Source: an optimization exercise on an open RTL-to-GDS flow (aim: small area, a short achievable clock period and few clock cycles). Production flows keep margins and buffers that such runs may drop. Function was checked by simulation only, so behaviour that the tests miss may differ from the original.

==> flow/design.v <==
module cscp_outq (
   input  logic        clock,
   input  logic        reset,
   input  logic        push,
   input  logic [18:0] push_data,
   input  logic        rsp_stall,
   output logic        rsp_valid,
   output logic [18:0] rsp_data,
   output logic        adv_q
);
   logic        hd_v, sk_v;
   logic [18:0] hd_d, sk_d;
   logic        pop, hd_free;
   logic        hd_v_n, sk_v_n;
   assign pop     = hd_v && !rsp_stall;
   assign hd_free = !hd_v || pop;
   always_comb begin
      if (hd_free) begin
         hd_v_n = sk_v || push;
         sk_v_n = sk_v && push;
      end else begin
         hd_v_n = 1'b1;
         sk_v_n = sk_v || push;
      end
   end
   always_ff @(posedge clock) begin
      if (reset) begin
         hd_v  <= 1'b0;
         sk_v  <= 1'b0;
         adv_q <= 1'b1;
      end else begin
         hd_v  <= hd_v_n;
         sk_v  <= sk_v_n;
         adv_q <= !(hd_v_n && sk_v_n);
      end
   end
   always_ff @(posedge clock) begin
      if (hd_free) hd_d <= sk_v ? sk_d : push_data;
      if (hd_free ? (sk_v && push) : (!sk_v && push)) sk_d <= push_data;
   end
   assign rsp_valid = hd_v;
   assign rsp_data  = hd_d;
endmodule
module cscp_div_step4 #(
   parameter integer POS = 14
) (
   input  logic [23:0] rem_i,
   input  logic [15:0] q_i,
   input  logic [23:0] dvsr,
   input  logic [25:0] dvsr3,
   output logic [23:0] rem_o,
   output logic [15:0] q_o
);
   logic [25:0] r4;
   logic [26:0] d1, d2, d3;
   assign r4 = {rem_i, 2'b00};
   assign d1 = {1'b0, r4} - {3'b0, dvsr};
   assign d2 = {1'b0, r4} - {2'b0, dvsr, 1'b0};
   assign d3 = {1'b0, r4} - {1'b0, dvsr3};
   always_comb begin
      q_o = q_i;
      if (!d3[26]) begin
         q_o[POS +: 2] = 2'd3;
         rem_o         = d3[23:0];
      end else if (!d2[26]) begin
         q_o[POS +: 2] = 2'd2;
         rem_o         = d2[23:0];
      end else if (!d1[26]) begin
         q_o[POS +: 2] = 2'd1;
         rem_o         = d1[23:0];
      end else begin
         q_o[POS +: 2] = 2'd0;
         rem_o         = r4[23:0];
      end
   end
endmodule
module cscp_mac_cs (
   input  logic signed [17:0] acc,
   input  logic [16:0]        s,
   output logic [33:8]        sa,
   output logic [33:8]        sb,
   output logic               cin
);
   localparam integer W = 34;
   logic [18:0]  sx;
   logic [W-1:0] rows [0:8];
   logic [8:0]   negs;
   assign sx = {2'b00, s};
   genvar j;
   generate
      for (j = 0; j < 9; j++) begin : g_row
         logic b2, b1, b0, neg, one, two;
         logic [18:0] m, r;
         logic [W-1:0] base;
         assign b2  = sx[2*j+1];
         assign b1  = sx[2*j];
         if (j == 0) begin : g_first
            assign b0 = 1'b0;
         end else begin : g_next
            assign b0 = sx[2*j-1];
         end
         assign neg = b2 && !(b1 && b0);
         assign one = b1 ^ b0;
         assign two = (b2 && !b1 && !b0) || (!b2 && b1 && b0);
         assign m   = one ? {acc[17], acc} : (two ? {acc, 1'b0} : 19'd0);
         assign r   = m ^ {19{neg}};
         assign negs[j] = neg;
         if (j < 8) begin : g_full
            assign base = {{(W-19-2*j){1'b0}}, !r[18], r[17:0], {(2*j){1'b0}}};
         end else begin : g_top
            assign base = {r[17:0], {(2*j){1'b0}}};
         end
         if (j == 0) begin : g_r0
            assign rows[j] = base;
         end else begin : g_rn
            assign rows[j] = base | ({{(W-1){1'b0}}, negs[j-1]} << (2*j-2));
         end
      end
   endgenerate
   logic [W-1:0] l1 [0:5];
   logic [W-1:0] l2 [0:3];
   logic [W-1:0] l3 [0:2];
   logic [W-1:0] l4 [0:1];
   cscp_csa #(W) u10 (rows[0], rows[1], rows[2], l1[0], l1[1]);
   cscp_csa #(W) u11 (rows[3], rows[4], rows[5], l1[2], l1[3]);
   cscp_csa #(W) u12 (rows[6], rows[7], rows[8], l1[4], l1[5]);
   cscp_csa #(W) u20 (l1[0], l1[1], l1[2], l2[0], l2[1]);
   cscp_csa #(W) u21 (l1[3], l1[4], l1[5], l2[2], l2[3]);
   cscp_csa #(W) u30 (l2[0], l2[1], l2[2], l3[0], l3[1]);
   assign l3[2] = l2[3];
   cscp_csa #(W) u40 (l3[0], l3[1], l3[2], l4[0], l4[1]);
   logic [8:0] lo;
   assign lo  = {1'b0, l4[0][7:0]} + {1'b0, l4[1][7:0]};
   assign cin = lo[8];
   assign sa  = l4[0][33:8];
   assign sb  = l4[1][33:8];
endmodule
module cscp_csa #(
   parameter integer W = 34
) (
   input  logic [W-1:0] a,
   input  logic [W-1:0] b,
   input  logic [W-1:0] c,
   output logic [W-1:0] s,
   output logic [W-1:0] y
);
   assign s = a ^ b ^ c;
   assign y = {((a[W-2:0] & b[W-2:0]) | (a[W-2:0] & c[W-2:0]) | (b[W-2:0] & c[W-2:0])), 1'b0};
endmodule
module cubic_segment_current_profile_top #(
   parameter logic [7:0]  DIV_REGS = 8'b1111_1111
) (
   input  logic         clock,
   input  logic         reset,
   input  logic         req_valid,
   output logic         req_stall,
   input  logic [17:0]  req_data,
   output logic         rsp_valid,
   input  logic         rsp_stall,
   output logic [16:0]  rsp_data,
   input  logic         csr_wr_en,
   input  logic [2:0]   csr_index,
   input  logic [63:0]  csr_wdata
);
   localparam [2:0] CSR_RAMP_UP   = 3'd0;
   localparam [2:0] CSR_HOLD      = 3'd1;
   localparam [2:0] CSR_RAMP_DOWN = 3'd2;
   localparam [2:0] CSR_UP_COEF   = 3'd3;
   localparam [2:0] CSR_DOWN_COEF = 3'd4;
   localparam [2:0] CSR_CEILING   = 3'd5;
   logic [23:0] up_len_ff, hold_len_ff, down_len_ff;
   logic [63:0] up_coef_ff, down_coef_ff;
   logic [15:0] ceiling_ff;
   logic        dzero_ff;      
   always_ff @(posedge clock) begin
      if (reset) begin
         up_len_ff    <= '0;
         hold_len_ff  <= '0;
         down_len_ff  <= '0;
         up_coef_ff   <= '0;
         down_coef_ff <= '0;
         ceiling_ff   <= '1;
         dzero_ff     <= 1'b1;
      end else if (csr_wr_en) begin
         case (csr_index)
            CSR_RAMP_UP:   up_len_ff    <= csr_wdata[23:0];
            CSR_HOLD:      hold_len_ff  <= csr_wdata[23:0];
            CSR_RAMP_DOWN: begin
               down_len_ff <= csr_wdata[23:0];
               dzero_ff    <= csr_wdata[23:0] == 24'd0;
            end
            CSR_UP_COEF:   up_coef_ff   <= csr_wdata;
            CSR_DOWN_COEF: down_coef_ff <= csr_wdata;
            CSR_CEILING:   ceiling_ff   <= csr_wdata[15:0];
            default: ;
         endcase
      end
   end
   logic [23:0] dlen_c;            
   logic [24:0] ds_q;              
   logic [25:0] re_q;              
   logic [25:0] up3_q, dlen3_q;    
   assign dlen_c = {down_len_ff[23:1], down_len_ff[0] | dzero_ff};
   always_ff @(posedge clock) begin
      ds_q    <= {1'b0, up_len_ff} + {1'b0, hold_len_ff};
      re_q    <= {2'b0, up_len_ff} + {2'b0, hold_len_ff} + {2'b0, down_len_ff} +
                 {25'd0, dzero_ff};
      up3_q   <= {1'b0, up_len_ff, 1'b0} + {2'b0, up_len_ff};
      dlen3_q <= {1'b0, dlen_c, 1'b0} + {2'b0, dlen_c};
   end
   logic adv_q;               
   logic in_v;
   logic [17:0] in_d;
   assign req_stall = ~adv_q;
   always_ff @(posedge clock) begin
      if (reset)      in_v <= 1'b0;
      else if (adv_q) in_v <= req_valid;
   end
   always_ff @(posedge clock) begin
      if (adv_q) in_d <= req_data;
   end
   logic        run_q, last_en_q, last_relay_q;
   logic [31:0] t_q;
   logic        en, relay, go, start, cont, run_n;
   logic [31:0] t_n;
   logic [32:0] tsum;
   assign en     = in_d[1];
   assign relay  = in_d[0];
   assign go     = en && !relay;
   assign start  = go && !run_q && (!last_en_q || last_relay_q);
   assign cont   = go && run_q && (t_q < {6'd0, re_q});
   assign run_n  = start || cont;
   assign tsum   = {1'b0, t_q} + {17'd0, in_d[17:2]};
   always_comb begin
      if (start)     t_n = {16'd0, in_d[17:2]};
      else if (cont) t_n = tsum[32] ? 32'hFFFF_FFFF : tsum[31:0];
      else           t_n = t_q;
   end
   always_ff @(posedge clock) begin
      if (reset) begin
         run_q        <= 1'b0;
         last_en_q    <= 1'b0;
         last_relay_q <= 1'b0;
         t_q          <= '0;
      end else if (adv_q && in_v) begin
         run_q        <= run_n;
         last_en_q    <= en;
         last_relay_q <= relay;
         t_q          <= t_n;
      end
   end
   logic        lt_up, lt_ds;
   logic [25:0] tdown;
   assign lt_up = start ? (up_len_ff != 24'd0) : (t_q[25:0] < {2'd0, up_len_ff});
   assign lt_ds = start ? (ds_q != 25'd0)      : (t_q[25:0] < {1'd0, ds_q});
   assign tdown = t_q[25:0] - {1'b0, ds_q};
   logic        s1_v;
   logic [3:0]  s1_m;
   logic [23:0] s1_x;
   always_ff @(posedge clock) begin
      if (reset)      s1_v <= 1'b0;
      else if (adv_q) s1_v <= in_v;
   end
   always_ff @(posedge clock) begin
      if (adv_q) begin
         s1_m <= {run_n, lt_ds && !lt_up, !lt_ds, !lt_up};
         s1_x <= start ? 24'd0 : (lt_up ? t_q[23:0] : (lt_ds ? 24'd0 : tdown[23:0]));
      end
   end
   logic        dv_v [0:8];
   logic [3:0]  dv_m [0:8];
   logic [23:0] dv_r [0:8];
   logic [15:0] dv_q [0:8];
   assign dv_v[0] = s1_v;
   assign dv_m[0] = s1_m;
   assign dv_r[0] = s1_x;
   assign dv_q[0] = 16'd0;
   genvar gi;
   generate
      for (gi = 0; gi < 8; gi++) begin : g_div
         logic [23:0] r_c;
         logic [15:0] q_c;
         cscp_div_step4 #(.POS(14 - 2 * gi)) u_step (
            .rem_i (dv_r[gi]),
            .q_i   (dv_q[gi]),
            .dvsr  (dv_m[gi][0] ? dlen_c : up_len_ff),
            .dvsr3 (dv_m[gi][0] ? dlen3_q : up3_q),
            .rem_o (r_c),
            .q_o   (q_c)
         );
         if (DIV_REGS[gi]) begin : g_reg
            always_ff @(posedge clock) begin
               if (reset)      dv_v[gi+1] <= 1'b0;
               else if (adv_q) dv_v[gi+1] <= dv_v[gi];
            end
            always_ff @(posedge clock) begin
               if (adv_q) begin
                  dv_m[gi+1] <= dv_m[gi];
                  dv_r[gi+1] <= r_c;
                  dv_q[gi+1] <= q_c;
               end
            end
         end else begin : g_wire
            assign dv_v[gi+1] = dv_v[gi];
            assign dv_m[gi+1] = dv_m[gi];
            assign dv_r[gi+1] = r_c;
            assign dv_q[gi+1] = q_c;
         end
      end
   endgenerate
   localparam logic [33:0] KFULL = -((34'd1 << 18) + (34'd1 << 20) + (34'd1 << 22) +
                                     (34'd1 << 24) + (34'd1 << 26) + (34'd1 << 28) +
                                     (34'd1 << 30) + (34'd1 << 32) + (34'd1 << 31));
   localparam logic [17:0] KHI   = KFULL[33:16];
   logic        h_v   [0:2];
   logic        h_run [0:2];
   logic        h_cd  [0:2];       
   logic [16:0] h_s   [0:2];       
   logic signed [17:0] h_acc [0:2];
   logic        c_v   [0:2];
   logic        c_run [0:2];
   logic        c_cd  [0:2];
   logic [16:0] c_s   [0:2];
   logic [33:8] c_a   [0:2];
   logic [33:8] c_b   [0:2];
   logic        c_c   [0:2];
   logic [63:0] cf0;
   assign cf0      = dv_m[8][1] ? down_coef_ff : up_coef_ff;
   assign h_v[0]   = dv_v[8];
   assign h_run[0] = dv_m[8][3];
   assign h_cd[0]  = dv_m[8][1];
   assign h_s[0]   = {dv_m[8][2], dv_q[8]};
   assign h_acc[0] = {{2{cf0[63]}}, cf0[63:48]};
   generate
      for (gi = 0; gi < 3; gi++) begin : g_h
         logic [33:8]        pa, pb;
         logic               pc;
         cscp_mac_cs u_mac (.acc(h_acc[gi]), .s(h_s[gi]), .sa(pa), .sb(pb), .cin(pc));
         always_ff @(posedge clock) begin
            if (reset)      c_v[gi] <= 1'b0;
            else if (adv_q) c_v[gi] <= h_v[gi];
         end
         always_ff @(posedge clock) begin
            if (adv_q) begin
               c_run[gi] <= h_run[gi];
               c_cd[gi]  <= h_cd[gi];
               c_s[gi]   <= h_s[gi];
               c_a[gi]   <= pa;
               c_b[gi]   <= pb;
               c_c[gi]   <= pc;
            end
         end
         logic [63:0] cf_m;
         logic [17:0] crow;
         assign cf_m = c_cd[gi] ? down_coef_ff : up_coef_ff;
         assign crow = {2'd0, !cf_m[(2 - gi) * 16 + 15], cf_m[(2 - gi) * 16 +: 15]};
         logic [33:0] tsum;
         assign tsum = {c_a[gi], 8'd0} + {c_b[gi], 8'd0} + {crow, 16'd0} + KFULL +
                       {25'd0, c_c[gi], 8'd0};
         if (gi < 2) begin : g_add
            always_ff @(posedge clock) begin
               if (reset)      h_v[gi+1] <= 1'b0;
               else if (adv_q) h_v[gi+1] <= c_v[gi];
            end
            always_ff @(posedge clock) begin
               if (adv_q) begin
                  h_run[gi+1] <= c_run[gi];
                  h_cd[gi+1]  <= c_cd[gi];
                  h_s[gi+1]   <= c_s[gi];
                  h_acc[gi+1] <= tsum[33:16];
               end
            end
         end
      end
   endgenerate
   logic signed [17:0] acc3;
   logic [17:0]        cdiff;
   logic [18:0]        res;
   logic [34:0] dfull;
   assign acc3  = g_h[2].tsum[33:16];
   assign dfull = {3'b0, ceiling_ff, 16'hFFFF} + {1'b1, ~c_a[2], 8'hFF} + {1'b1, ~c_b[2], 8'hFF} +
                  {1'b1, ~g_h[2].crow, 16'hFFFF} + 35'd3 - {1'b0, KFULL} -
                  {26'd0, c_c[2], 8'd0};
   assign cdiff = dfull[33:16];
   assign res = {c_run[2], acc3[17], cdiff[17], acc3[15:0]};
   logic [18:0] qd;
   logic        qv;
   cscp_outq u_outq (
      .clock     (clock),
      .reset     (reset),
      .push      (adv_q && c_v[2]),
      .push_data (res),
      .rsp_stall (rsp_stall),
      .rsp_valid (qv),
      .rsp_data  (qd),
      .adv_q     (adv_q)
   );
   assign rsp_valid = qv;
   always_comb begin
      if (!qd[18])     rsp_data = 17'd0;
      else if (qd[17]) rsp_data = {16'd0, 1'b1};
      else if (qd[16]) rsp_data = {ceiling_ff, 1'b1};
      else             rsp_data = {qd[15:0], 1'b1};
   end
endmodule
==> flow/run.sh <==
#!/bin/bash
# synth_recipe.tcl (not shown) runs the flow's synth.tcl, then flattens the netlist and writes it again
# the make line also repeats each setting of config.mk as NAME=value (left out here)
make -C /OpenROAD-flow-scripts/flow DESIGN_CONFIG=/design/flow/config.mk WORK_HOME=/design/flow/orfs CLKGATE_MAP_FILE= SYNTH_SCRIPT=/design/flow/synth_recipe.tcl finish
==> flow/config.mk <==
export PLATFORM = sky130hd
export DESIGN_NAME = cubic_segment_current_profile_top
export DESIGN_NICKNAME = cubic_segment_current_profile_top
export VERILOG_FILES = /design/flow/design.v
export SDC_FILE = /design/flow/constraint.sdc
export NUM_CORES = 4
export LEC_CHECK = 0
export CAP_MARGIN = 20
export CORE_MARGIN = 2
export CORE_UTILIZATION = 40
export SETUP_SLACK_MARGIN = 4.0
export SLEW_MARGIN = 20
==> flow/constraint.sdc <==
create_clock -name core_clock -period 9.0 [get_ports {clock}]
set_input_delay 1.8000 -clock core_clock [delete_from_list [all_inputs] [get_ports {clock}]]
set_output_delay 1.8000 -clock core_clock [all_outputs]
set_load 0.01 [all_outputs]
==> results.tsv, run 1 <==
metric	value	unit
status	timing/DRC/antenna clean	
Crit path required time	9650	ps
type of origin of the critical path	flip-flop	
leading cell type in the layout, fill and taps excluded	ha_1	
Reg2Reg Depth	14	
clock skew	46.1	ps
slew at the pin with the worst max-slew slack	1160	ps
CTS tree	yes	
R2R Path End	dv_r[6][23]$_DFFE_PP_	
drt pass-1 iters	6	
final setup TNS	0	ps
vias in the first global route	84300	
Worst Setup EP	dv_r[6][23]$_DFFE_PP_	
Worst Setup SP	dv_m[5][0]$_DFFE_PP_	
Setup crit end kind	flip-flop	
final core utilization	44.0	%
Max Slew Vio Count	0	
R2R setup slack	4130	ps
hold_buf cts	0	
DR vias/cell	5.87	
CTS Sinks	1001	
die extent in y	507	µm
Synth Flop Type	edfxtp_1	
Tmin final	4870	ps
Port Buf Inserts	108	
Synth area leaders	edfxtp_1 (19%), ha_1 (14%), fa_1 (8.9%)	
number of flops mapped to enable cells by yosys	628	
Congestion Overflow GR	0	
post-synthesis cell type count	99	
RSZ-0062 raised after global routing	false	
Die ar.	257000	µm²
RD Place Congestion	0.971	
crit path kind	reg -> reg	
Async SR Flop Fraction	0	%
Sequential Area	26300	µm²
top cell type's share of synthesized area	18.7	%
Die X	507	µm
Final #Nets	12600	
fmax	205	MHz
class of the worst hold path	reg -> reg	
multi-input logic area	69700	µm²
Syn Std Cell Area	101000	µm²
Via Count	84800	
clk slew on worst S/H paths	60	ps
Routed Antenna Nets	0	
effective utilization at floorplan	40.2	%
# DRC	0	
Cells after Synth	11100	
Detailed Place HPWL	264	mm
row count	184	
detailed router's first-iteration violation count	6843	
cell taking the most area after synthesis	edfxtp_1	
register bit total from synthesis	1001	
core area	251000	µm²
period utilization	54.1	%
crit-path max FO	50	
CTS root buf	clkbuf_16	
layout cells sized above 1	5.99	%
Seq/Total Area, Yosys	26.1	%
synthesized net count	12800	
setup violators final	0	
relative slew slack	22.8	%
H-tree depth	4	
CTS Buf Count	130	
Worst R2R Start	dv_m[5][0]$_DFFE_PP_	
clock latency (worst-skew pair)	830	ps
Global Route Usage Sum	26.6	%
Syn. warnings	50	
Filler Cell Count	24100	
WL final	351	mm
first-pass GRT wire length	523	mm
Longest Clk Path Bufs	3	
Area Growth Syn to Fin	9.41	%
initial antenna violation count	22	
most frequent cells in the layout	ha_1 (1128), nand2_1 (988), a21oi_1 (824)	
DR WL/cell	24.3	µm
syn_area_per_cell	9.10	µm²
Final Hold Violating Endpoints	0	
Arr. time, crit path	5530	ps
worst hold stages	0	
Max-cap violations	0	
# IOs	109	
largest net degree at the start of global routing	165	
-- state kept, by name, indices dropped and copies added (netlist names), 31 cells and up --
name / cells
down_coef_ff: 64
t_q: 32
up_coef_ff: 64
dv_r: 168
c_b: 78
h_s: 34
h_acc: 36
dv_q: 72
c_s: 34
dv_m: 31
c_a: 78
-- how the worst min path moves through the flow --
stage	from	endpoint	slack (ps)
floorplan	h_cd[1]$_DFFE_PP_	c_cd[1]$_DFFE_PP_	400
global placement	dv_q[6][14]$_DFFE_PP_	dv_q[7][14]$_DFFE_PP_	400
detailed placement	dv_m[3][3]$_DFFE_PP_	dv_m[4][3]$_DFFE_PP_	400
CTS	c_s[1][7]$_DFFE_PP_	h_s[2][7]$_DFFE_PP_	410
global route	c_s[0][5]$_DFFE_PP_	h_s[1][5]$_DFFE_PP_	420
finish	c_s[1][8]$_DFFE_PP_	h_s[2][8]$_DFFE_PP_	410
-- worst max-delay path: stages (launching register included) --
cell and delay, ps:
edfxtp_1 330, buf_4 200, buf_8 430, mux2i_1 280, ha_1 320, a21oi_1 280, o21ai_1 150, a31oi_1 360
a21oi_1 220, a311o_1 490, a311o_1 360, o211ai_1 120, buf_4 470, nand2_1 390, o211ai_1 270
-- cells by family after synthesis --
| logic type | count (synthesis) | synth area share (%) |
|---|---|---|
| buffers and inverters | 1406 | 5.30 |
| AO/OA/AOI/OAI | 2652 | 17.1 |
| AND/OR/NAND/NOR | 2704 | 12.2 |
| adder cells (fa/ha/maj) | 1583 | 22.9 |
| multiplexers | 847 | 8.51 |
| XOR/XNOR | 913 | 7.92 |
| flip-flops | 1001 | 26.1 |
-- stage by stage --
stage	cells	hold slack, ps	setup WS (ps)	instance area (µm²)
after floorplan	11100	400	2460	101000
final	14400	408	4130	111000
after CTS	14400	413	4000	110000
after global routing	14400	419	3990	111000
after detailed placement	14200	405	3360	106000
after global placement	14200	401	3400	106000
-- routing by layer --
layer	up-vias	wire length, µm	global-route usage (%)	part of all wire, %
met1	41600	146000	34.1	42
li1	39200	-	-	-
met3	749	23900	3.97	6.8
met5	-	66	0	0.019
met2	3281	162000	43.8	46
met4	8	18800	12.9	5.4
-- cell usage after synthesis (149+ instances only) --
master	number
ha_1	1136
nand2_1	990
a21oi_1	827
inv_1	823
mux2i_1	754
nor2_1	748
edfxtp_1	628
xnor2_1	600
fa_1	447
clkbuf_1	388
o21ai_0	382
dfxtp_1	373
xor2_1	313
a21o_1	290
nand3_1	165
nor3_1	149
-- area by class of cell --
class | count | area share [%]
Multi-Input combinational cell | 8699 | 63.0
Antenna cell | 11 | 0.0249
Clock buffer | 174 | 3.32
Sequential cell | 1001 | 23.8
Timing Repair Buffer | 305 | 2.40
Clock inverter | 67 | 0.787
Inverter | 831 | 2.82
Tap cell | 3348 | 3.79
-- timing repair --
item                                    in CTS  in global routing
gates resized for setup                     17                 20
endpoints found under the setup margin     166                 72
cloned                                       0                  0
buffers inserted                            10                  5
Testbench counts, summed over its fixed seeds: cycles 4,480.
==> run 2, diff against run 1 <==
--- a/flow/config.mk
+++ b/flow/config.mk
@@ -7,6 +7,7 @@
 export LEC_CHECK = 0
 export CAP_MARGIN = 20
 export CORE_MARGIN = 2
-export CORE_UTILIZATION = 40
-export SETUP_SLACK_MARGIN = 4.0
+export CORE_UTILIZATION = 60
+export SETUP_SLACK_MARGIN = 5
 export SLEW_MARGIN = 20
+export TNS_END_PERCENT = 5
==> results.tsv, run 2 <==
metric	value	unit	change
Routed Antenna Nets	0		unchanged
biggest regs	dv_r (168), c_a (78), c_b (78)		
Filler Cell Count	13300		-45%
core area	167000	µm²	-33%
status	timing/DRC/antenna clean		
Layout Cells excl Fill	13500		-6.7%
critical hold path startpoint	dv_m[3][2]$_DFFE_PP_		
Longest Clk Path Bufs	3		unchanged
first-pass GRT wire length	534	mm	+2.1%
syn_area_per_cell	9.10	µm²	unchanged
final setup TNS	0	ps	unchanged
H-tree depth	3		-1
Slowest-stage cell, CP	mux2i_1		
Setup crit end kind	flip-flop		
WHS Endpoint	dv_m[4][2]$_DFFE_PP_		
most frequent cells in the layout	ha_1 (1100), nand2_1 (983), inv_1 (814)		
Port Buf Inserts	108		unchanged
slew at the pin with the worst max-slew slack	1280	ps	+125 ps
CTS root buf	clkbuf_16		
Final #Nets	12800		+1.4%
crit-path max FO	27		-46%
fmax	233	MHz	+14%
most common cell in the netlist	ha_1		
WL final	364	mm	+3.8%
hold_buf cts	0		unchanged
# DRC	0		unchanged
class of the worst hold path	reg -> reg		
Async SR Flop Fraction	0	%	unchanged
cell taking the most area after synthesis	edfxtp_1		
R2R Path End	dv_r[3][19]$_DFFE_PP_		
Crit path required time	9520	ps	-130 ps
Global Route Usage Sum	40.9	%	+14 points
# IOs	109		unchanged
number of flops mapped to enable cells by yosys	628		unchanged
Die X	414	µm	-18%
clock latency (worst-skew pair)	840	ps	about the same
Detailed Place HPWL	256	mm	-2.9%
worst path cell trace	buf_12 -> mux2i_1 -> ha_1 -> o211ai_1 -> a21o_1 -> o211a_1 -> a211oi_2 -> o21ai_1 -> and2_1 -> o21ai_1 -> buf_4 -> mux2_2 -> a221o_1		
register bit total from synthesis	1001		unchanged
top cell type's share of synthesized area	18.7	%	unchanged
Max Slew Vio Count	0		unchanged
type of origin of the critical path	flip-flop		
RD Place Congestion	0.989		+1.8%
crit path kind	reg -> reg		
DR vias/cell	6.54		+11%
Congestion Overflow GR	0		unchanged
Arr. time, crit path	4800	ps	-730 ps
Synth Flop Type	edfxtp_1		
Die ar.	172000	µm²	-33%
Seq/Total Area, Yosys	26.1	%	unchanged
CTS Buf Count	115		-12%
max reg flops	168		unchanged
drt pass-1 iters	6		unchanged
layout cells sized above 1	9.47	%	+3.5 points
Worst R2R Start	dv_m[2][0]$_DFFE_PP_		
Via Count	88000		+3.8%
initial antenna violation count	15		-32%
largest net degree at the start of global routing	144		-13%
relative slew slack	14.3	%	-8.5 points
clock skew	116	ps	+70.0 ps
vias in the first global route	85700		+1.6%
clk slew on worst S/H paths	60	ps	about the same
most frequent CP cell	o21ai_1		
Cells after Synth	11100		unchanged
setup violators final	0		unchanged
DR WL/cell	27.1	µm	+11%
Final Hold Violating Endpoints	0		unchanged
worst hold stages	0		unchanged
detailed router's first-iteration violation count	9008		+32%
Reg with most FFs	dv_r		
row count	150		-18%
synth cell count leaders	ha_1 (1136), nand2_1 (990), a21oi_1 (827)		
Syn. warnings	50		unchanged
Area Growth Syn to Fin	11.2	%	
placed instance count	13000		-8.0%
Max-cap violations	0		unchanged
leading cell type in the layout, fill and taps excluded	ha_1		
effective utilization at floorplan	60.4	%	+20 points
CTS Sinks	1001		unchanged
period utilization	47.6	%	-6.6 points
Synth area leaders	edfxtp_1 (19%), ha_1 (14%), fa_1 (8.9%)		
RSZ-0062 raised after global routing	true		
R2R setup slack	4720	ps	+590 ps
CTS tree	yes		
slowest stage delay, CP	590	ps	+100 ps
Syn Std Cell Area	101000	µm²	unchanged
die extent in y	414	µm	-18%
Reg2Reg Depth	13		-1
post-synthesis cell type count	99		unchanged
synthesized net count	12800		unchanged
Tmin final	4280	ps	-590 ps
==> run 2: changes by cell type in the layout (fill, tap and decap cells not counted), moves of 15 or more <==
cell | previous run | this run
o21ai_0 | 381 | 366
buf_12 | 4 | 31
buf_6 | 6 | 33
a21oi_1 | 824 | 806
ha_4 | 0 | 24
mux2i_2 | 0 | 26
buf_4 | 184 | 289
mux2i_1 | 754 | 720
a211oi_1 | 98 | 82
ha_1 | 1128 | 1100
dfxtp_1 | 371 | 331
dfxtp_2 | 1 | 28
==> run 2: final cells by class <==
type / instances / area [µm²] / share of cell area, %
timing repair inverter: 1 / 7.51 / 0.00668
multi-input combinational: 8706 / 71200 / 63.4
timing repair buffer: 485 / 4820 / 4.29
clock inverter: 47 / 467 / 0.416
antenna: 16 / 40.0 / 0.0357
sequential: 1001 / 26400 / 23.5
clock buffer: 171 / 3470 / 3.09
inverter: 831 / 3140 / 2.80
tap: 2204 / 2760 / 2.46
==> run 2: cells by family (layout without fill, tap and decap cells) <==
| family | Yosys count | in the layout | synth area share (%) |
|---|---|---|---|
| flip-flops | 1001 | 1001 | 26.1 |
| adder cells (fa/ha/maj) | 1583 | 1583 | 22.9 |
| AND/OR/NAND/NOR | 2704 | 2705 | 12.2 |
| buffers and inverters | 1406 | 1535 | 5.30 |
| multiplexers | 847 | 847 | 8.51 |
| other | 0 | 16 | 0 |
| AO/OA/AOI/OAI | 2652 | 2658 | 17.1 |
| XOR/XNOR | 913 | 913 | 7.92 |
==> run 2: repair_timing <==
item,in CTS,in global routing
cloned,12,12
buffers inserted,103,60
pin swaps,43,47
resized for setup,293,183
setup endpoints to repair,400,356
==> run 2: through the flow <==
| step | utilization (%) | setup slack (ps) | hold slack (ps) | area, µm² |
|---|---|---|---|---|
| global placement | 62.4 | 3240 | 401 | 104000 |
| global route | 67.1 | 4640 | 418 | 112000 |
| floorplan | - | 2460 | 400 | 101000 |
| finish | 67.2 | 4720 | 418 | 112000 |
| detailed placement | 62.4 | 3530 | 405 | 104000 |
| CTS | 66.2 | 4780 | 410 | 111000 |
==> run 2: metal layers <==
| metal | track usage [%] | up-vias | share of wire (%) |
|---|---|---|---|
| met1 | 50.6 | 42600 | 38 |
| met3 | 8.58 | 1303 | 9.6 |
| met2 | 63.5 | 4492 | 44 |
| met5 | 0.139 | - | 0.038 |
| li1 | - | 39600 | - |
| met4 | 29.2 | 14 | 8.3 |
==> run 2: critical path, delay by kind of cell (launching register included) <==
family / cells / cell delay (ps)
compound gates: 7 / 1470
mux: 2 / 970
fa+ha+maj: 1 / 380
simple gates: 1 / 180
flops: 1 / 430
buf+inv: 2 / 590
==> run 2: worst max-delay path by stage <==
stage / startpoint / end / slack [ps] / cells past startpoint
floorplan: u_outq.adv_q$_SDFF_PP1_ / req_stall / 2460 / 2
global placement: h_s[2][1]$_DFFE_PP_ / c_c[2]$_DFFE_PP_ / 3240 / 12
detailed placement: h_s[2][1]$_DFFE_PP_ / c_c[2]$_DFFE_PP_ / 3530 / 12
CTS: c_cd[0]$_DFFE_PP_ / h_acc[1][17]$_DFFE_PP_ / 4780 / 17
global route: c_cd[2]$_DFFE_PP_ / u_outq.hd_d[17]$_DFFE_PN_ / 4640 / 14
finish: dv_m[2][0]$_DFFE_PP_ / dv_r[3][19]$_DFFE_PP_ / 4720 / 13
==> run 3, diff against run 2 <==
--- a/flow/config.mk
+++ b/flow/config.mk
@@ -7,7 +7,7 @@
 export LEC_CHECK = 0
 export CAP_MARGIN = 20
 export CORE_MARGIN = 2
-export CORE_UTILIZATION = 60
+export CORE_UTILIZATION = 65
 export SETUP_SLACK_MARGIN = 5
 export SLEW_MARGIN = 20
-export TNS_END_PERCENT = 5
+export TNS_END_PERCENT = 2
==> results.tsv, run 3 <==
metric	value	unit	change
status	timing/DRC/antenna clean		
post-synthesis cell type count	99		unchanged
Routed Antenna Nets	0		unchanged
Synth area leaders	edfxtp_1 (19%), ha_1 (14%), fa_1 (8.9%)		
H-tree depth	3		unchanged
initial antenna violation count	21		+6
most common cell in the netlist	ha_1		
Seq/Total Area, Yosys	26.1	%	unchanged
max reg flops	168		unchanged
pre-CTS setup slack	3500	ps	-27.8 ps
CTS root buf	clkbuf_16		
class of the worst hold path	reg -> reg		
number of flops mapped to enable cells by yosys	628		unchanged
WL final	356	mm	-2.3%
hold_buf cts	0		unchanged
most frequent cells in the layout	ha_1 (1092), nand2_1 (984), inv_1 (811)		
core area	154000	µm²	-7.8%
die extent in y	398	µm	-3.9%
critical hold path startpoint	c_s[0][8]$_DFFE_PP_		
type of origin of the critical path	flip-flop		
worst path cell trace	buf_12 -> mux2i_2 -> ha_1 -> inv_1 -> o31ai_1 -> a31oi_2 -> o31ai_2 -> a31o_2 -> a21oi_2 -> o31ai_4 -> nand3_1 -> a31oi_1		
Max Slew Vio Count	0		unchanged
Detailed Place HPWL	249	mm	-3.0%
Tmin final	4270	ps	-16.8 ps
fmax	234	MHz	+0.39%
Longest Clk Path Bufs	3		unchanged
top cell type's share of synthesized area	18.7	%	unchanged
Arr. time, crit path	4760	ps	-40 ps
layout cells sized above 1	9.53	%	+0.055 points
synthesized net count	12800		unchanged
CTS tree	yes		
register bit total from synthesis	1001		unchanged
Global Route Usage Sum	43.8	%	+2.9 points
DR vias/cell	6.71		+2.7%
largest net degree at the start of global routing	159		+10%
Cells after Synth	11100		unchanged
placed instance count	12900		-1.4%
vias in the first global route	86900		+1.4%
Async SR Flop Fraction	0	%	unchanged
Die X	398	µm	-3.9%
crit-path max FO	27		unchanged
Final Hold Violating Endpoints	0		unchanged
clock latency (worst-skew pair)	790	ps	-50 ps
setup violators final	0		unchanged
Worst R2R Start	dv_m[1][0]$_DFFE_PP_		
RD Place Congestion	0.982		-0.65%
Top delay family on crit path	compound AO/OA/AOI/OAI gates		
syn_area_per_cell	9.10	µm²	unchanged
effective utilization at floorplan	65.5	%	+5.1 points
Layout Cells excl Fill	13300		-1.2%
Via Count	89300		+1.4%
slowest stage delay, CP	590	ps	about the same
cell taking the most area after synthesis	edfxtp_1		
Slowest-stage cell, CP	o31ai_4		
Syn Std Cell Area	101000	µm²	unchanged
clock skew	55.1	ps	-61.0 ps
Max-cap violations	0		unchanged
Port Buf Inserts	108		unchanged
Synth Flop Type	edfxtp_1		
Die ar.	159000	µm²	-7.6%
first-pass GRT wire length	525	mm	-1.6%
Syn. warnings	50		unchanged
clk slew on worst S/H paths	60	ps	about the same
Final #Nets	12800		-0.078%
RSZ-0062 raised after global routing	true		
Worst Setup SP	dv_m[1][0]$_DFFE_PP_		
leading cell type in the layout, fill and taps excluded	ha_1		
drt pass-1 iters	9		+3
# DRC	0		unchanged
final setup TNS	0	ps	unchanged
Congestion Overflow GR	0		unchanged
DR WL/cell	26.8	µm	-1.2%
Area Growth Syn to Fin	10.8	%	
biggest regs	dv_r (168), c_a (78), c_b (78)		
Reg with most FFs	dv_r		
setup ws final	4730	ps	+16.8 ps
slew at the pin with the worst max-slew slack	1260	ps	-25.8 ps
CTS Sinks	1001		unchanged
relative slew slack	16.0	%	+1.7 points
synth cell count leaders	ha_1 (1136), nand2_1 (990), a21oi_1 (827)		
Worst Path Buf+Inv	2		unchanged
# IOs	109		unchanged
crit path kind	reg -> reg		
CTS Buf Count	111		-3.5%
period utilization	47.4	%	-0.19 points
detailed router's first-iteration violation count	9808		+8.9%
Crit path required time	9490	ps	-30 ps
Setup crit end kind	flip-flop		
row count	144		-4.0%
[run 3: cell families after synthesis]
kind of cell             count (synthesis)  synth area share (%)
AO/OA/AOI/OAI                         2652                  17.1
buffers and inverters                 1406                  5.30
XOR/XNOR                               913                  7.92
adder cells (fa/ha/maj)               1583                  22.9
multiplexers                           847                  8.51
AND/OR/NAND/NOR                       2704                  12.2
flip-flops                            1001                  26.1
[run 3: cell type report]
type / count / area (µm²)
fillers: 11400 / 42300
repair inverters: 1 / 7.51
repair buffers: 483 / 4620
diodes: 27 / 67.6
clock buffers: 144 / 3100
flip-flops and latches: 1001 / 26400
inverters: 831 / 3140
clock inverters: 68 / 713
multi-input cells: 8702 / 71300
well taps: 2044 / 2560
[run 3: timing repair]
item                                    CTS  global route
gates cloned                              9             6
pin swaps                                87            56
resized for setup                       377           119
endpoints found under the setup margin  399           354
buffers inserted                        142            46
[run 3: worst paths after layout]
path	end	slack [ps]	cells past startpoint
hold / removal	h_s[1][8]$_DFFE_PP_	400	0
setup reg to reg	dv_r[2][18]$_DFFE_PP_	4730	12
setup / recovery	dv_r[2][18]$_DFFE_PP_	4730	12
hold reg to reg	h_s[1][8]$_DFFE_PP_	400	0
[run 3: per-layer routing]
metal | global-route usage, % | up-vias | routed length, µm
met1 | 54.0 | 42500 | 130000
met2 | 65.7 | 5512 | 153000
met5 | 0 | - | 83
met3 | 11.1 | 1613 | 41000
met4 | 33.6 | 8 | 32000
li1 | - | 39600 | -
[run 3: metrics by stage]
stage / instance area [µm²] / util [%] / hold WS [ps]
after floorplan: 101000 / - / 400
after global placement: 104000 / 67.4 / 400
after detailed placement: 104000 / 67.4 / 405
after CTS: 111000 / 71.8 / 390
after global routing: 112000 / 72.5 / 400
final: 112000 / 72.6 / 398
[run 3: worst register-to-register path: cells and delay by family (launching register included)]
family | cells | cell delay, ps
fa+ha+maj | 1 | 200
flops | 1 | 470
compound gates | 7 | 2490
mux | 1 | 400
simple gates | 1 | 150
buf+inv | 2 | 300
==> run 4, diff against run 3 <==
--- a/flow/config.mk
+++ b/flow/config.mk
@@ -7,7 +7,7 @@
 export LEC_CHECK = 0
 export CAP_MARGIN = 20
 export CORE_MARGIN = 2
-export CORE_UTILIZATION = 65
+export CORE_UTILIZATION = 60
 export SETUP_SLACK_MARGIN = 5
 export SLEW_MARGIN = 20
-export TNS_END_PERCENT = 2
+export TNS_END_PERCENT = 1
==> results.tsv, run 4 <==
metric	value	unit	change
status	timing/DRC/antenna clean		
Die ar.	172000	µm²	+8.2%
Final Hold Violating Endpoints	0		unchanged
effective utilization at floorplan	60.4	%	-5.1 points
relative slew slack	12.0	%	-4.1 points
Via Count	87200		-2.3%
initial antenna violation count	24		+14%
Async SR Flop Fraction	0	%	unchanged
R2R Path End	dv_r[3][11]$_DFFE_PP_		
largest net degree at the start of global routing	142		-11%
clock skew	80.5	ps	+25.4 ps
leading cell type in the layout, fill and taps excluded	ha_1		
Slowest-stage cell, CP	edfxtp_1		
Synth area leaders	edfxtp_1 (19%), ha_1 (14%), fa_1 (8.9%)		
die extent in y	414	µm	+4.0%
Crit path required time	9580	ps	+90 ps
synthesized net count	12800		unchanged
Global Route Usage Sum	40.2	%	-3.5 points
# IOs	109		unchanged
WL final	355	mm	-0.11%
type of origin of the critical path	flip-flop		
Syn Std Cell Area	101000	µm²	unchanged
Port Buf Inserts	108		unchanged
Synth Flop Type	edfxtp_1		
WHS Endpoint	dv_q[8][12]$_DFFE_PP_		
crit path kind	reg -> reg		
Routed Antenna Nets	0		unchanged
row count	150		+4.2%
drt pass-1 iters	6		-3
Max Slew Vio Count	0		unchanged
slowest stage delay, CP	460	ps	-130 ps
fmax	233	MHz	-0.68%
max reg flops	168		unchanged
Max-cap violations	0		unchanged
worst hold stages	0		unchanged
DR vias/cell	6.50		-3.2%
Detailed Place HPWL	255	mm	+2.4%
post-synthesis cell type count	99		unchanged
DR WL/cell	26.5	µm	-1.0%
Cells after Synth	11100		unchanged
Reg with most FFs	dv_r		
Tmin final	4300	ps	+29.4 ps
detailed router's first-iteration violation count	8908		-9.2%
R2R setup slack	4700	ps	-30 ps
Longest Clk Path Bufs	3		unchanged
Worst R2R Start	dv_m[2][0]$_DFFE_PP_		
final setup TNS	0	ps	unchanged
CTS Buf Count	115		+3.6%
class of the worst hold path	reg -> reg		
hold_ws	413	ps	+14.9 ps
vias in the first global route	84500		-2.7%
setup violators final	0		unchanged
first-pass GRT wire length	525	mm	about the same
CTS root buf	clkbuf_16		
critical hold path startpoint	dv_q[7][12]$_DFFE_PP_		
register bit total from synthesis	1001		unchanged
RSZ-0062 raised after global routing	true		
most frequent cells in the layout	ha_1 (1107), nand2_1 (983), inv_1 (816)		
syn_area_per_cell	9.10	µm²	unchanged
biggest regs	dv_r (168), c_a (78), c_b (78)		
number of flops mapped to enable cells by yosys	628		unchanged
slew at the pin with the worst max-slew slack	1320	ps	+60.7 ps
RD Place Congestion	1.01		+2.7%
hold_buf cts	0		unchanged
Arr. time, crit path	4870	ps	+110 ps
CTS Sinks	1001		unchanged
period utilization	47.7	%	+0.33 points
core area	167000	µm²	+8.4%
Reg2Reg Depth	15		+3
top cell type's share of synthesized area	18.7	%	unchanged
Syn. warnings	50		unchanged
Die X	414	µm	+4.0%
clock latency (worst-skew pair)	820	ps	+30 ps
Congestion Overflow GR	0		unchanged
layout cells sized above 1	8.63	%	-0.89 points
clk slew on worst S/H paths	60	ps	about the same
# DRC	0		unchanged
Area Growth Syn to Fin	10.3	%	
Filler Cell Count	13600		+19%
Setup crit end kind	flip-flop		
worst path cell trace	buf_12 -> mux2i_2 -> ha_1 -> nand2_1 -> o211ai_1 -> a21o_1 -> a31oi_2 -> o21ai_1 -> a311o_1 -> a211oi_2 -> o21bai_2 -> buf_6 -> nor2_1 -> inv_2 -> o221ai_1		
most common cell in the netlist	ha_1		
CTS tree	yes		
Seq/Total Area, Yosys	26.1	%	unchanged
Final #Nets	12800		-0.25%
cell taking the most area after synthesis	edfxtp_1		
synth cell count leaders	ha_1 (1136), nand2_1 (990), a21oi_1 (827)		
crit-path max FO	30		+11%
H-tree depth	3		unchanged
==> run 4: cell counts after synthesis <==
No cell type changed its count.
==> run 4: through the flow <==
stage          setup slack [ps]  utilization, %  instances  cell area (µm²)
2_1_floorplan              2460               -      11100           101000
3_3_place_gp               3290            62.4      13000           104000
3_5_place_dp               3530            62.5      13100           104000
4_1_cts                    4780            66.0      13400           110000
5_1_grt                    4640            66.6      13400           111000
6_report                   4700            66.6      13400           111000
==> run 4: what timing repair did <==
item,CTS,global route
gates resized for setup,248,121
cloned,7,5
endpoints found under the setup margin,400,363
pin swaps,34,41
setup buffers,83,40
==> run 4: how the worst max path moves through the flow <==
stage	startpoint	endpoint	slack [ps]	cells after the start
2_1_floorplan	u_outq.adv_q$_SDFF_PP1_	req_stall	2460	2
3_3_place_gp	h_s[2][1]$_DFFE_PP_	c_c[2]$_DFFE_PP_	3290	12
3_5_place_dp	h_s[2][1]$_DFFE_PP_	c_a[2][17]$_DFFE_PP_	3530	10
4_1_cts	dv_m[8][1]$_DFFE_PP_	c_a[0][18]$_DFFE_PP_	4780	10
5_1_grt	c_cd[2]$_DFFE_PP_	u_outq.hd_d[8]$_DFFE_PN_	4640	15
6_report	dv_m[2][0]$_DFFE_PP_	dv_r[3][11]$_DFFE_PP_	4700	15
==> run 4: per-layer routing <==
metal	wire, µm	vias up	part of all wire [%]	global-route usage [%]
met5	110	-	0.031	0
met4	27800	16	7.8	27.6
met3	33500	1176	9.4	8.34
met2	156000	4291	44	61.7
met1	138000	42300	39	51.0
li1	-	39500	-	-
==> run 4: layout make-up <==
type | instances | area [µm²] | share of cell area (%)
Multi-Input combinational cell | 8701 | 70800 | 63.6
Sequential cell | 1001 | 26400 | 23.7
Timing Repair Buffer | 448 | 4330 | 3.89
Clock buffer | 147 | 3220 | 2.89
Inverter | 831 | 3140 | 2.82
Tap cell | 2204 | 2760 | 2.48
Clock inverter | 72 | 686 | 0.616
Antenna cell | 16 | 40.0 | 0.0359
Timing Repair inverter | 1 | 5.00 | 0.00449
==> run 4: critical path, delay by kind of cell (launching register included) <==
kind / cells / cell delay (ps)
compound gates: 8 / 1970
fa+ha+maj: 1 / 340
mux: 1 / 360
flops: 1 / 460
simple gates: 2 / 310
buf+inv: 3 / 650
==> run 4: logic make-up (layout without fill, tap and decap cells) <==
| family | after synthesis | count (layout) | synth area share [%] |
|---|---|---|---|
| AND/OR/NAND/NOR | 2704 | 2704 | 12.2 |
| AO/OA/AOI/OAI | 2652 | 2654 | 17.1 |
| adder cells (fa/ha/maj) | 1583 | 1583 | 22.9 |
| buffers and inverters | 1406 | 1499 | 5.30 |
| flip-flops | 1001 | 1001 | 26.1 |
| XOR/XNOR | 913 | 913 | 7.92 |
| multiplexers | 847 | 847 | 8.51 |
| other | 0 | 16 | 0 |
==> run 5, diff against run 4 <==
--- a/flow/config.mk
+++ b/flow/config.mk
@@ -8,6 +8,7 @@
 export CAP_MARGIN = 20
 export CORE_MARGIN = 2
 export CORE_UTILIZATION = 60
+export CTS_CLUSTER_SIZE = 20
 export SETUP_SLACK_MARGIN = 5
 export SLEW_MARGIN = 20
-export TNS_END_PERCENT = 1
+export TNS_END_PERCENT = 5
==> results.tsv, run 5 <==
metric	value	unit	change
register bit total from synthesis	1001		unchanged
Area Growth Syn to Fin	11.1	%	
detailed router's first-iteration violation count	8811		-1.1%
core area	167000	µm²	unchanged
vias in the first global route	85700		+1.4%
clock latency (worst-skew pair)	830	ps	about the same
setup ws final	4700	ps	-0.0400 ps
Longest Clk Path Bufs	3		unchanged
# DRC	0		unchanged
Final Hold Violating Endpoints	0		unchanged
Max-cap violations	0		unchanged
Congestion Overflow GR	0		unchanged
hold_buf cts	0		unchanged
period utilization	47.7	%	about the same
Syn Std Cell Area	101000	µm²	unchanged
die extent in y	414	µm	unchanged
# IOs	109		unchanged
Cells after Synth	11100		unchanged
Crit path required time	9460	ps	-120 ps
row count	150		unchanged
Reg with most FFs	dv_r		
Detailed Place HPWL	256	mm	+0.69%
largest net degree at the start of global routing	144		+1.4%
H-tree depth	3		unchanged
crit path kind	reg -> reg		
WL final	364	mm	+2.4%
initial antenna violation count	20		-17%
leading cell type in the layout, fill and taps excluded	ha_1		
synth cell count leaders	ha_1 (1136), nand2_1 (990), a21oi_1 (827)		
status	timing/DRC/antenna clean		
most frequent cells in the layout	ha_1 (1104), nand2_1 (984), inv_1 (814)		
CTS tree	yes		
RD Place Congestion	0.989		-2.0%
post-synthesis cell type count	99		unchanged
type of origin of the critical path	flip-flop		
Syn. warnings	50		unchanged
Via Count	88100		+0.99%
effective utilization at floorplan	60.4	%	unchanged
pre-CTS setup slack	3530	ps	-0.870 ps
RSZ-0062 raised after global routing	true		
DR WL/cell	27.1	µm	+2.2%
final setup TNS	0	ps	unchanged
Max Slew Vio Count	0		unchanged
biggest regs	dv_r (168), c_a (78), c_b (78)		
DR vias/cell	6.55		+0.78%
setup violators final	0		unchanged
relative slew slack	15.3	%	+3.4 points
number of flops mapped to enable cells by yosys	628		unchanged
syn_area_per_cell	9.10	µm²	unchanged
fmax	233	MHz	about the same
class of the worst hold path	reg -> reg		
Setup crit end kind	flip-flop		
synthesized net count	12800		unchanged
top cell type's share of synthesized area	18.7	%	unchanged
max reg flops	168		unchanged
CTS Sinks	1001		unchanged
Die ar.	172000	µm²	unchanged
Global Route Usage Sum	40.9	%	+0.68 points
Async SR Flop Fraction	0	%	unchanged
Routed Antenna Nets	0		unchanged
drt pass-1 iters	9		+3
CTS Buf Count	115		unchanged
crit-path max FO	28		-6.7%
Seq/Total Area, Yosys	26.1	%	unchanged
most common cell in the netlist	ha_1		
Tmin final	4300	ps	+0.0400 ps
Synth area leaders	edfxtp_1 (19%), ha_1 (14%), fa_1 (8.9%)		
CTS root buf	clkbuf_16		
Port Buf Inserts	108		unchanged
clock skew	114	ps	+33.6 ps
Synth Flop Type	edfxtp_1		
slew at the pin with the worst max-slew slack	1270	ps	-50.5 ps
clk slew on worst S/H paths	70	ps	about the same
Final #Nets	12800		+0.27%
first-pass GRT wire length	534	mm	+1.8%
cell taking the most area after synthesis	edfxtp_1		
layout cells sized above 1	9.33	%	+0.70 points
Die X	414	µm	unchanged
Arr. time, crit path	4760	ps	-110 ps
## run 5: cell types whose count changed in the layout (fill, tap and decap cells not counted), moves of 7 or more
cell | previous run | this run
mux2i_1 | 732 | 721
o21ai_2 | 8 | 16
clkinv_1 | 13 | 3
buf_4 | 261 | 284
clkbuf_16 | 123 | 134
dfxtp_1 | 337 | 330
clkbuf_1 | 17 | 30
mux2i_2 | 13 | 22
## run 5: worst paths after layout
path	slack, ps	to	start	cells past startpoint
max	4700	dv_r[6][0]$_DFFE_PP_	up_len_ff[17]$_SDFFE_PP0P_	12
min	420	c_run[0]$_DFFE_PP_	dv_m[8][3]$_DFFE_PP_	0
max reg2reg	4700	dv_r[6][0]$_DFFE_PP_	up_len_ff[17]$_SDFFE_PP0P_	12
min reg2reg	420	c_run[0]$_DFFE_PP_	dv_m[8][3]$_DFFE_PP_	0
## run 5: metal layers
metal / track usage, % / up-vias / wire length (µm) / part of all wire, %
met5: 0.139 / - / 80 / 0.022
li1: - / 39600 / - / -
met1: 50.6 / 42600 / 137000 / 38
met4: 29.2 / 14 / 30400 / 8.4
met2: 63.6 / 4577 / 160000 / 44
met3: 8.65 / 1315 / 36100 / 9.9
## run 5: what timing repair did
| action | in CTS | in global routing |
|---|---|---|
| pin swaps | 43 | 46 |
| buffers inserted | 104 | 54 |
| endpoints found under the setup margin | 400 | 356 |
| resized for setup | 293 | 180 |
| cloned | 11 | 10 |
## run 5: layout make-up
cell class | instances | area [µm²]
clock inverters | 47 | 467
repair buffers | 479 | 4760
diodes | 11 | 27.5
inverters | 831 | 3140
clock buffers | 171 | 3470
multi-input cells | 8704 | 71100
repair inverters | 1 | 7.51
flip-flops and latches | 1001 | 26400
fillers | 13400 | 55000
well taps | 2204 | 2760
## run 5: stage by stage
stage	instances	cell area, µm²	hold WS [ps]	utilization, %
after detailed placement	13000	104000	405	62.4
after floorplan	11100	101000	400	-
after global routing	13400	112000	418	67.1
final	13400	112000	418	67.1
after global placement	13000	104000	401	62.4
after CTS	13400	111000	409	66.2
## run 5: cells by family after synthesis
family / count (synthesis) / synth area share (%)
fa+ha+maj: 1583 / 22.9
mux: 847 / 8.51
xor+xnor: 913 / 7.92
compound gates: 2652 / 17.1
buf+inv: 1406 / 5.30
simple gates: 2704 / 12.2
flops: 1001 / 26.1
## run 5: worst max-delay path, cell delays in order (launching register included)
cell and delay [ps]:
dfxtp_1 330, buf_4 540, mux2i_1 230, ha_1 480
nand3_1 200, or3_1 410, a211oi_1 290, o32a_1 320
a41o_1 280, buf_6 280, nor2_1 100, nand2_1 270
o22ai_1 150
==> run 6, diff against run 5 <==
--- a/flow/design.v
+++ b/flow/design.v
@@ -206,7 +206,7 @@
       re_q    <= {2'b0, up_len_ff} + {2'b0, hold_len_ff} + {2'b0, down_len_ff} +
                  {25'd0, dzero_ff};
       up3_q   <= {1'b0, up_len_ff, 1'b0} + {2'b0, up_len_ff};
-      dlen3_q <= {1'b0, dlen_c, 1'b0} + {2'b0, dlen_c};
+      dlen3_q <= {1'b0, down_len_ff, 1'b0} + {2'b0, down_len_ff} + {24'd0, dzero_ff, dzero_ff};
    end
    logic adv_q;               
    logic in_v;
@@ -256,6 +256,7 @@
    assign tdown = t_q[25:0] - {1'b0, ds_q};
    logic        s1_v;
    logic [3:0]  s1_m;
+   logic        s1_u;        
    logic [23:0] s1_x;
    always_ff @(posedge clock) begin
       if (reset)      s1_v <= 1'b0;
@@ -264,15 +265,18 @@
    always_ff @(posedge clock) begin
       if (adv_q) begin
          s1_m <= {run_n, lt_ds && !lt_up, !lt_ds, !lt_up};
+         s1_u <= lt_up;
          s1_x <= start ? 24'd0 : (lt_up ? t_q[23:0] : (lt_ds ? 24'd0 : tdown[23:0]));
       end
    end
    logic        dv_v [0:8];
    logic [3:0]  dv_m [0:8];
+   logic        dv_u [0:8];
    logic [23:0] dv_r [0:8];
    logic [15:0] dv_q [0:8];
    assign dv_v[0] = s1_v;
    assign dv_m[0] = s1_m;
+   assign dv_u[0] = s1_u;
    assign dv_r[0] = s1_x;
    assign dv_q[0] = 16'd0;
    genvar gi;
@@ -284,7 +288,7 @@
             .rem_i (dv_r[gi]),
             .q_i   (dv_q[gi]),
             .dvsr  (dv_m[gi][0] ? dlen_c : up_len_ff),
-            .dvsr3 (dv_m[gi][0] ? dlen3_q : up3_q),
+            .dvsr3 (dv_u[gi] ? up3_q : dlen3_q),
             .rem_o (r_c),
             .q_o   (q_c)
          );
@@ -296,6 +300,7 @@
             always_ff @(posedge clock) begin
                if (adv_q) begin
                   dv_m[gi+1] <= dv_m[gi];
+                  dv_u[gi+1] <= dv_u[gi];
                   dv_r[gi+1] <= r_c;
                   dv_q[gi+1] <= q_c;
                end
@@ -303,6 +308,7 @@
          end else begin : g_wire
             assign dv_v[gi+1] = dv_v[gi];
             assign dv_m[gi+1] = dv_m[gi];
+            assign dv_u[gi+1] = dv_u[gi];
             assign dv_r[gi+1] = r_c;
             assign dv_q[gi+1] = q_c;
          end
@@ -382,7 +388,8 @@
                   {1'b1, ~g_h[2].crow, 16'hFFFF} + 35'd3 - {1'b0, KFULL} -
                   {26'd0, c_c[2], 8'd0};
    assign cdiff = dfull[33:16];
-   assign res = {c_run[2], acc3[17], cdiff[17], acc3[15:0]};
+   assign res = {c_run[2], c_run[2] && !acc3[17] && cdiff[17],
+                 c_run[2] && !acc3[17] && !cdiff[17], acc3[15:0]};
    logic [18:0] qd;
    logic        qv;
    cscp_outq u_outq (
@@ -396,10 +403,5 @@
       .adv_q     (adv_q)
    );
    assign rsp_valid = qv;
-   always_comb begin
-      if (!qd[18])     rsp_data = 17'd0;
-      else if (qd[17]) rsp_data = {16'd0, 1'b1};
-      else if (qd[16]) rsp_data = {ceiling_ff, 1'b1};
-      else             rsp_data = {qd[15:0], 1'b1};
-   end
+   assign rsp_data = {({16{qd[17]}} & ceiling_ff) | ({16{qd[16]}} & qd[15:0]), qd[18]};
 endmodule
--- a/flow/config.mk
+++ b/flow/config.mk
@@ -8,7 +8,6 @@
 export CAP_MARGIN = 20
 export CORE_MARGIN = 2
 export CORE_UTILIZATION = 60
-export CTS_CLUSTER_SIZE = 20
 export SETUP_SLACK_MARGIN = 5
 export SLEW_MARGIN = 20
 export TNS_END_PERCENT = 5
==> results.tsv, run 6 <==
metric	value	unit	change
post-synthesis cell type count	106		+7.1%
number of flops mapped to enable cells by yosys	636		+1.3%
leading cell type in the layout, fill and taps excluded	ha_1		
synthesized net count	12900		+0.56%
Cells after Synth	11200		+0.43%
most frequent cells in the layout	ha_1 (1116), nand2_1 (1000), a21oi_1 (781)		
drt pass-1 iters	6		-3
synth cell count leaders	ha_1 (1158), nand2_1 (1004), a21oi_1 (801)		
RD Place Congestion	1.05		+6.3%
Reg2Reg Depth	9		-3
Reg with most FFs	dv_r		
Arr. time, crit path	4890	ps	+130 ps
Final Hold Violating Endpoints	0		unchanged
crit-path max FO	19		-32%
relative slew slack	20.6	%	+5.3 points
# IOs	109		unchanged
clk slew on worst S/H paths	70	ps	about the same
fmax	230	MHz	-1.2%
biggest regs	dv_r (168), c_a (78), c_b (78)		
Max-cap violations	0		unchanged
WHS Endpoint	dv_q[4][12]$_DFFE_PP_		
gr busiest metal	met2		
H-tree depth	3		unchanged
row count	151		+0.67%
Layout Cells excl Fill	13600		+1.2%
top cell type's share of synthesized area	18.7	%	+0.045 points
Synth area leaders	edfxtp_1 (19%), ha_1 (14%), fa_1 (8.8%)		
Global Route Usage Sum	41.0	%	+0.091 points
cell taking the most area after synthesis	edfxtp_1		
Seq/Total Area, Yosys	26.0	%	-0.031 points
syn_area_per_cell	9.15	µm²	+0.60%
core area	169000	µm²	+1.1%
die extent in y	416	µm	+0.51%
Routed Antenna Nets	0		unchanged
# DRC	0		unchanged
RSZ-0062 raised after global routing	true		
Via Count	89100		+1.2%
setup violators final	0		unchanged
CTS tree	yes		
register bit total from synthesis	1009		+0.80%
DR WL/cell	27.1	µm	about the same
Setup crit end kind	flip-flop		
Tmin final	4350	ps	+50.6 ps
Longest Clk Path Bufs	3		unchanged
vias in the first global route	86200		+0.55%
Die ar.	173000	µm²	+1.0%
crit path kind	reg -> reg		
Final #Nets	13000		+1.2%
Async SR Flop Fraction	0	%	unchanged
Syn Std Cell Area	102000	µm²	+1.0%
layout cells sized above 1	10.4	%	+1.1 points
status	timing/DRC/antenna clean		
clock latency (worst-skew pair)	820	ps	about the same
hold_buf cts	0		unchanged
Syn. warnings	52		+4.0%
Crit path required time	9550	ps	+90 ps
Max Slew Vio Count	0		unchanged
Port Buf Inserts	108		unchanged
met3 Usage GRT	7.40	%	-1.3 points
DR vias/cell	6.55		about the same
Synth Flop Type	edfxtp_1		
met2 Use GR	63.9	%	+0.32 points
WL final	368	mm	+1.2%
critical hold path startpoint	dv_q[3][12]$_DFFE_PP_		
detailed router's first-iteration violation count	10100		+14%
Congestion Overflow GR	0		unchanged
hold_ws	403	ps	-15.0 ps
clock skew	34.6	ps	-79.5 ps
slew at the pin with the worst max-slew slack	1190	ps	-77.1 ps
R2R Path End	dv_r[6][21]$_DFFE_PP_		
CTS Sinks	1009		+0.80%
Filler Cell Count	13400		-0.045%
first-pass GRT wire length	537	mm	+0.54%
final setup TNS	0	ps	unchanged
initial antenna violation count	30		+50%
R2R setup slack	4650	ps	-50 ps
worst hold stages	0		unchanged
Die X	416	µm	+0.51%
CTS root buf	clkbuf_16		
Worst R2R Start	dlen3_q[20]$_DFF_P_		
class of the worst hold path	reg -> reg		
routing usage on met1	51.4	%	+0.87 points
placed instance count	13100		+0.58%
Area Growth Syn to Fin	12.2	%	
CTS Buf Count	118		+2.6%
effective utilization at floorplan	60.4	%	about the same
largest net degree at the start of global routing	132		-8.3%
max reg flops	168		unchanged
most common cell in the netlist	ha_1		
type of origin of the critical path	flip-flop		
period utilization	48.3	%	+0.56 points
Worst Setup SP	dlen3_q[20]$_DFF_P_		
Detailed Place HPWL	264	mm	+3.0%
-- run 6: cell types whose count changed after synthesis, sizes merged, moves of 17 or more --
cell   delta
nand3    -47
ha       +22
inv      -43
xor2     +35
nor2b    +36
nor3     +22
o31ai    +58
mux2     +17
a21oi    -22
-- run 6: final cells by class --
| cell class | count | area (µm²) | share of cell area [%] |
|---|---|---|---|
| repair buffers | 561 | 5420 | 4.73 |
| clock inverters | 78 | 886 | 0.773 |
| inverters | 793 | 3030 | 2.64 |
| diodes | 21 | 52.6 | 0.0459 |
| clock buffers | 148 | 3330 | 2.90 |
| well taps | 2218 | 2780 | 2.42 |
| flip-flops and latches | 1009 | 26600 | 23.2 |
| multi-input cells | 8777 | 72400 | 63.3 |
-- run 6: kinds of logic after synthesis --
family                   share of synthesized area [%]
AO/OA/AOI/OAI                                     16.8
multiplexers                                      8.77
AND/OR/NAND/NOR                                   12.2
adder cells (fa/ha/maj)                           23.0
XOR/XNOR                                          8.02
flip-flops                                        26.0
buffers and inverters                             5.16
-- run 6: through the flow --
step / cell area [µm²] / worst slack [ps] / util, %
2_1_floorplan: 102000 / 2320 / -
3_3_place_gp: 106000 / 3740 / 62.4
3_5_place_dp: 106000 / 3660 / 62.4
4_1_cts: 112000 / 4730 / 66.4
5_1_grt: 114000 / 4590 / 67.7
6_report: 115000 / 4650 / 67.7
-- run 6: critical path: stages, from the launching register on --
cell       delay, ps
dfxtp_1          990
mux2i_1          200
ha_1             440
a21o_1           200
a21o_1           190
a21o_1           190
a2111oi_2        980
o2bb2ai_4        390
inv_4            180
a32o_1           320
-- run 6: repair_timing --
action                     4_1_cts  5_1_grt
setup endpoints to repair      418      370
setup buffers                  142       81
resized for setup              239      277
pin swaps                       35       76
cloned                           6       13
-- run 6: how the worst max path moves through the flow --
| stage | end | slack [ps] | cells after the start |
|---|---|---|---|
| final | dv_r[6][21]$_DFFE_PP_ | 4650 | 9 |
| after global routing | dv_r[1][17]$_DFFE_PP_ | 4590 | 13 |
| after CTS | u_outq.hd_d[15]$_DFFE_PN_ | 4730 | 16 |
| after detailed placement | c_c[2]$_DFFE_PP_ | 3660 | 14 |
| after global placement | c_c[2]$_DFFE_PP_ | 3740 | 14 |
| after floorplan | req_stall | 2320 | 2 |
-- run 6: routing by layer --
metal / wire, µm / vias up / share of wire, %
li1: - / 39900 / -
met5: 58 / - / 0.016
met2: 163000 / 4617 / 44
met3: 34200 / 1339 / 9.3
met1: 140000 / 43300 / 38
met4: 30900 / 8 / 8.4
Testbench counts of run 6, summed over its fixed seeds: cycles 4,480.

## afterwards: timing with drivers on the ports
The flow's constraints put no driver on any port. The routed layouts listed below were extracted and timed again, unchanged, in two steps.
Step 1 sets driving cells, clkbuf_16 on the clock port and buf_2 on the other inputs (assumed; they add their load-dependent delay and slew).
Step 2 times the ports against the registers' clock, not the clock port: input delays grow and output delays shrink by t, the midpoint of the rising clock arrivals with the driver on.
Slacks: ideal / step 1 / step 2; pairs: ideal / step 1.
run	t, ns	slack for setup (ns)	hold slack, ns	clock arrival spread, ns	worst data-port slew with drivers (ns)
run 1	0.907	4.127 / 4.070 / 4.127	0.408 / 0.408 / 0.408	0.047 / 0.046	0.14
run 2	0.866	4.716 / 4.716 / 4.512	0.418 / 0.418 / 0.418	0.118 / 0.118	0.25
run 3	0.849	4.733 / 4.733 / 4.317	0.398 / 0.398 / 0.398	0.058 / 0.059	0.18
run 4	0.872	4.703 / 4.703 / 4.224	0.413 / 0.413 / 0.413	0.081 / 0.082	0.29
run 5	0.861	4.703 / 4.703 / 4.543	0.418 / 0.418 / 0.418	0.115 / 0.114	0.23
run 6	0.888	4.653 / 4.653 / 4.411	0.403 / 0.403 / 0.403	0.039 / 0.038	0.15
After both steps setup and hold are still met in every run listed. The setup slack of run 4, which loses most, moves by 0.000 ns with the drivers and by -0.479 ns with both steps.
